Background: an optimization exercise with open tools, aiming at small area. Do not read the settings as production practice. In this exercise RTL edits were held to simulation tests only and were not proved equivalent to the original. Power is estimated from default activity; no workload was simulated.

==> flow/design.v <==
module vid_sram_banked #(
    parameter int DEPTH      = 12,
    parameter int ADDR_SPACE = 4,
    parameter int Q          = 16,
    parameter int VID_BW     = 16,
    parameter int RD_LAT     = 3
) (
    input  logic                  clk,
    input  logic                  rst_n,
    input  logic                  wsb,
    input  logic [Q-1:0]          wmask,
    input  logic [ADDR_SPACE-1:0] waddr,
    input  logic [VID_BW*Q-1:0]   wdata,
    input  logic                  rsb,
    input  logic [ADDR_SPACE-1:0] raddr,
    output logic [VID_BW*Q-1:0]   rdata,
    output logic                  rvalid,
    output logic                  collision,
    output logic                  oob_err
);
    localparam int W = VID_BW * Q;
    logic             rd_en, wr_req, rd_in_range, wr_in_range;
    logic [DEPTH-1:0] rsel;     
    logic [DEPTH-1:0] wsel;     
    logic [W-1:0]     mem [DEPTH];
    logic [W-1:0]     rd_word;
    logic [W-1:0]      pipe_data [RD_LAT];
    logic [RD_LAT-1:0] pipe_vld;
    assign rd_en       = ~rsb;
    assign wr_req      = ~wsb;
    assign rd_in_range = (raddr < DEPTH);
    assign wr_in_range = (waddr < DEPTH);
    always_comb begin
        for (int w = 0; w < DEPTH; w++) begin
            rsel[w] = (raddr == w);
            wsel[w] = wr_req & (waddr == w);
        end
    end
    for (genvar w = 0; w < DEPTH; w++) begin : g_word
        for (genvar l = 0; l < Q; l++) begin : g_lane
            logic              we, we_n;
            logic [VID_BW-1:0] nxt;
            assign we   = wsel[w] & wmask[l];
            assign we_n = ~we;
            for (genvar b = 0; b < VID_BW; b++) begin : g_bit
                vsb_hold u_hold (.q(mem[w][l*VID_BW+b]), .d(wdata[l*VID_BW+b]), .en(we), .en_n(we_n),
                                 .y(nxt[b]));
            end
            always_ff @(posedge clk) begin
                mem[w][l*VID_BW +: VID_BW] <= nxt;
            end
        end
    end
    for (genvar b = 0; b < W; b++) begin : g_rbit
        logic [DEPTH-1:0] col;
        for (genvar w = 0; w < DEPTH; w++) begin : g_col
            assign col[w] = mem[w][b];
        end
        vsb_rdmux #(.N(DEPTH)) u_mux (.sel(rsel), .d(col), .y(rd_word[b]));
    end
    always_ff @(posedge clk) begin
        pipe_data[0] <= rd_word;
        for (int s = 1; s < RD_LAT; s++)
            pipe_data[s] <= pipe_data[s-1];
    end
    always_ff @(posedge clk or negedge rst_n) begin
        if (!rst_n) begin
            pipe_vld  <= '0;
            collision <= 1'b0;
            oob_err   <= 1'b0;
        end else begin
            pipe_vld  <= {pipe_vld[RD_LAT-2:0], rd_en};
            collision <= rd_en & wr_req & rd_in_range & (raddr == waddr);
            oob_err   <= (rd_en & ~rd_in_range) | (wr_req & ~wr_in_range);
        end
    end
    assign rdata  = pipe_data[RD_LAT-1];
    assign rvalid = pipe_vld[RD_LAT-1];
endmodule
module vsb_rdmux #(
    parameter int N = 12
) (
    input  logic [N-1:0] sel,
    input  logic [N-1:0] d,
    output logic         y
);
    logic [3:0] g;
    for (genvar i = 0; i < 4; i++) begin : g_grp
        vsb_aoi222 u_aoi (.a(sel[3*i +: 3]), .b(d[3*i +: 3]), .y(g[i]));
    end
    vsb_nand4 u_nand (.a(g), .y(y));
endmodule
module vsb_aoi222 (
    input  logic [2:0] a,
    input  logic [2:0] b,
    output logic       y
);
    assign y = ~|(a & b);
endmodule
module vsb_nand4 (
    input  logic [3:0] a,
    output logic       y
);
    assign y = ~&a;
endmodule
module vsb_hold (
    input  logic q,
    input  logic d,
    input  logic en,
    input  logic en_n,
    output logic y
);
    assign y = (q & en_n) | (d & en);
endmodule
export LEC_CHECK = 0
export CAP_MARGIN = 20
export CORE_MARGIN = 2
export CORE_UTILIZATION = 60
export SLEW_MARGIN = 20
export SYNTH_HIERARCHICAL = 1
export SYNTH_MINIMUM_KEEP_SIZE = 0
create_clock -name core_clock -period 5.0 [get_ports {clk}]
standard.sh (not shown) runs the stock make flow with config.mk's settings and CLKGATE_MAP_FILE= SYNTH_SCRIPT=/design/flow/synth_recipe.tcl, a recipe that flattens the netlist after the stock synthesis.
==> flow/flow/run.sh <==
#!/bin/bash
# The standard layout (standard.sh, the standard flow's own ORFS run, with its standard synthesis), with
# two changes: the port buffers are the smallest buffer cell, and clock tree synthesis uses
# clkbuf_8 leaf clusters of up to 16 sinks and inserts no dummy loads.
set -euo pipefail
CTS_ARGS="-sink_clustering_enable -repair_clock_nets -dont_use_dummy_load -buf_list sky130_fd_sc_hd__clkbuf_8 -sink_clustering_size 16 -sink_clustering_max_diameter 50"
BUFFER_PORTS_ARGS="-buffer_cell sky130_fd_sc_hd__buf_1"
export CTS_ARGS BUFFER_PORTS_ARGS
bash standard.sh "CTS_ARGS=$CTS_ARGS" "BUFFER_PORTS_ARGS=$BUFFER_PORTS_ARGS" finish > standard_make.log 2>&1
Rerun with:
==> flow/run.sh (new file) <==
#!/bin/bash
# synth_recipe.tcl (not shown) runs the flow's synth.tcl, then flattens the netlist and writes it again
# the make line also repeats each setting of config.mk as NAME=value (left out here)
make -C /OpenROAD-flow-scripts/flow DESIGN_CONFIG=/design/flow/config.mk WORK_HOME=/design/flow/orfs CLKGATE_MAP_FILE= SYNTH_SCRIPT=/design/flow/synth_recipe.tcl finish
- CORE_UTILIZATION: 60 -> 50
removed: flow/flow/run.sh
removed: flow/standard.sh
Effect:
- design area goes up by 9.5%
- flip-flop and latch count is unchanged
- power increases by about 23%
- synthesized cell count stays the same
Rerun with:
==> flow/flow/run.sh (new file) <==
#!/bin/bash
# The standard layout (standard.sh, the standard flow's own ORFS run, with its standard synthesis), with
# two changes: the port buffers are the smallest buffer cell, and clock tree synthesis uses
# clkbuf_8 leaf clusters of up to 12 sinks and inserts no dummy loads.
set -euo pipefail
CTS_ARGS="-sink_clustering_enable -repair_clock_nets -dont_use_dummy_load -buf_list sky130_fd_sc_hd__clkbuf_8 -sink_clustering_size 12 -sink_clustering_max_diameter 40"
BUFFER_PORTS_ARGS="-buffer_cell sky130_fd_sc_hd__buf_1"
export CTS_ARGS BUFFER_PORTS_ARGS
bash standard.sh "CTS_ARGS=$CTS_ARGS" "BUFFER_PORTS_ARGS=$BUFFER_PORTS_ARGS" finish > standard_make.log 2>&1
==> flow/standard.sh (new file) <==
#!/bin/bash
# synth_recipe.tcl (not shown) runs the flow's synth.tcl, then flattens the netlist and writes it again
# the make line also repeats each setting of config.mk as NAME=value (left out here)
make -C /OpenROAD-flow-scripts/flow DESIGN_CONFIG=/design/flow/config.mk WORK_HOME=/design/flow/orfs CLKGATE_MAP_FILE= SYNTH_SCRIPT=/design/flow/synth_recipe.tcl "${@:-finish}"
- CORE_UTILIZATION: 50 -> 70
removed: flow/run.sh
Effect:
- final area fell by 8.3%
- wire length went down by about 6%
- via count goes up by about 2.2%
- worst setup slack gets better by 0.32 ns
- combinational power drops by 7.8%
- clock power went down by 40%
- sequential share of layout area increases by 4.9 points
- worst hold slack improved by 0.034 ns
- cell count drops by 9.2%
Rerun with:
--- a/flow/flow/run.sh
+++ b/flow/flow/run.sh
@@ -4 +4 @@
-# clkbuf_8 leaf clusters of up to 12 sinks and inserts no dummy loads.
+# clkbuf_8 leaf clusters of up to 16 sinks and inserts no dummy loads.
@@ -6 +6 @@
-CTS_ARGS="-sink_clustering_enable -repair_clock_nets -dont_use_dummy_load -buf_list sky130_fd_sc_hd__clkbuf_8 -sink_clustering_size 12 -sink_clustering_max_diameter 40"
+CTS_ARGS="-sink_clustering_enable -repair_clock_nets -dont_use_dummy_load -buf_list sky130_fd_sc_hd__clkbuf_8 -sink_clustering_size 16 -sink_clustering_max_diameter 50"
Outcome: Power came out lower by a few percent; via count came out lower slightly; core utilization came out lower by 1.1 points; worst setup slack gets better by 0.015 ns; cell count came out lower slightly; worst hold slack barely changes; register-to-register slack stays flat.
Rerun with:
==> flow/run.sh (new file) <==
#!/bin/bash
# synth_recipe.tcl (not shown) runs the flow's synth.tcl, then flattens the netlist and writes it again
# the make line also repeats each setting of config.mk as NAME=value (left out here)
make -C /OpenROAD-flow-scripts/flow DESIGN_CONFIG=/design/flow/config.mk WORK_HOME=/design/flow/orfs CLKGATE_MAP_FILE= SYNTH_SCRIPT=/design/flow/synth_recipe.tcl finish
- CTS_BUF_LIST: unset -> sky130_fd_sc_hd__clkbuf_8
- CTS_CLUSTER_DIAMETER: unset -> 40
- CTS_CLUSTER_SIZE: unset -> 12
removed: flow/flow/run.sh
removed: flow/standard.sh
The changed run went through all stages and came out clean.
Utilization rose by 4.4 points.
Power rose by roughly a tenth.
Register-to-register slack gets worse by 0.10 ns.
Global-route usage fell by 0.58 points.
First-iteration DRC count fell by a few percent.
Sequential power hardly moves.
Design area rose by a few percent.
Clock skew fell by 0.013 ns.
Worst hold slack gets worse by 0.18 ns.

[static timing again, ports no longer ideal]
No port has a modelled driver above. Below, the same layouts with a new extraction and two added sets of constraints.
Step 1 (the two cells are an assumption about what drives the block):
set clk [get_ports {clk}]
set_driving_cell -lib_cell sky130_fd_sc_hd__clkbuf_16 $clk
set_driving_cell -lib_cell sky130_fd_sc_hd__buf_2 [delete_from_list [all_inputs] $clk]
Step 2, shift: input delay + t, output delay - t, t = (earliest + latest rising clock arrival at the registers) / 2. This alone moves slack from input paths to output paths.
a / b / c = ideal / step 1 / step 2; a / b = the first two.
run | t, ns | slack for setup (ns) | worst hold slack (ns) | worst setup path at the end | worst register clock-pin slew, ns
the first run | 1.159 | 1.857 / 1.850 / 0.690 | 0.274 / 0.230 / 0.274 | input to register | 0.11 / 0.11
the second run | 1.057 | 1.783 / 1.809 / 0.793 | 0.253 / 0.186 / 0.307 | input to register | 0.07 / 0.07
the third run | 1.182 | 2.099 / 2.034 / 0.908 | 0.287 / 0.225 / 0.292 | input to register | 0.08 / 0.08
the fourth run | 1.164 | 2.114 / 2.059 / 0.933 | 0.288 / 0.228 / 0.303 | input to register | 0.10 / 0.10
the fifth run | 1.188 | 1.690 / 1.598 / 0.639 | 0.110 / 0.043 / 0.301 | input to register | 0.09 / 0.09
After both steps every run listed still meets setup and hold. The setup slack of the third run, which loses most, moves by -0.065 ns with the drivers and by -1.191 ns with both steps.
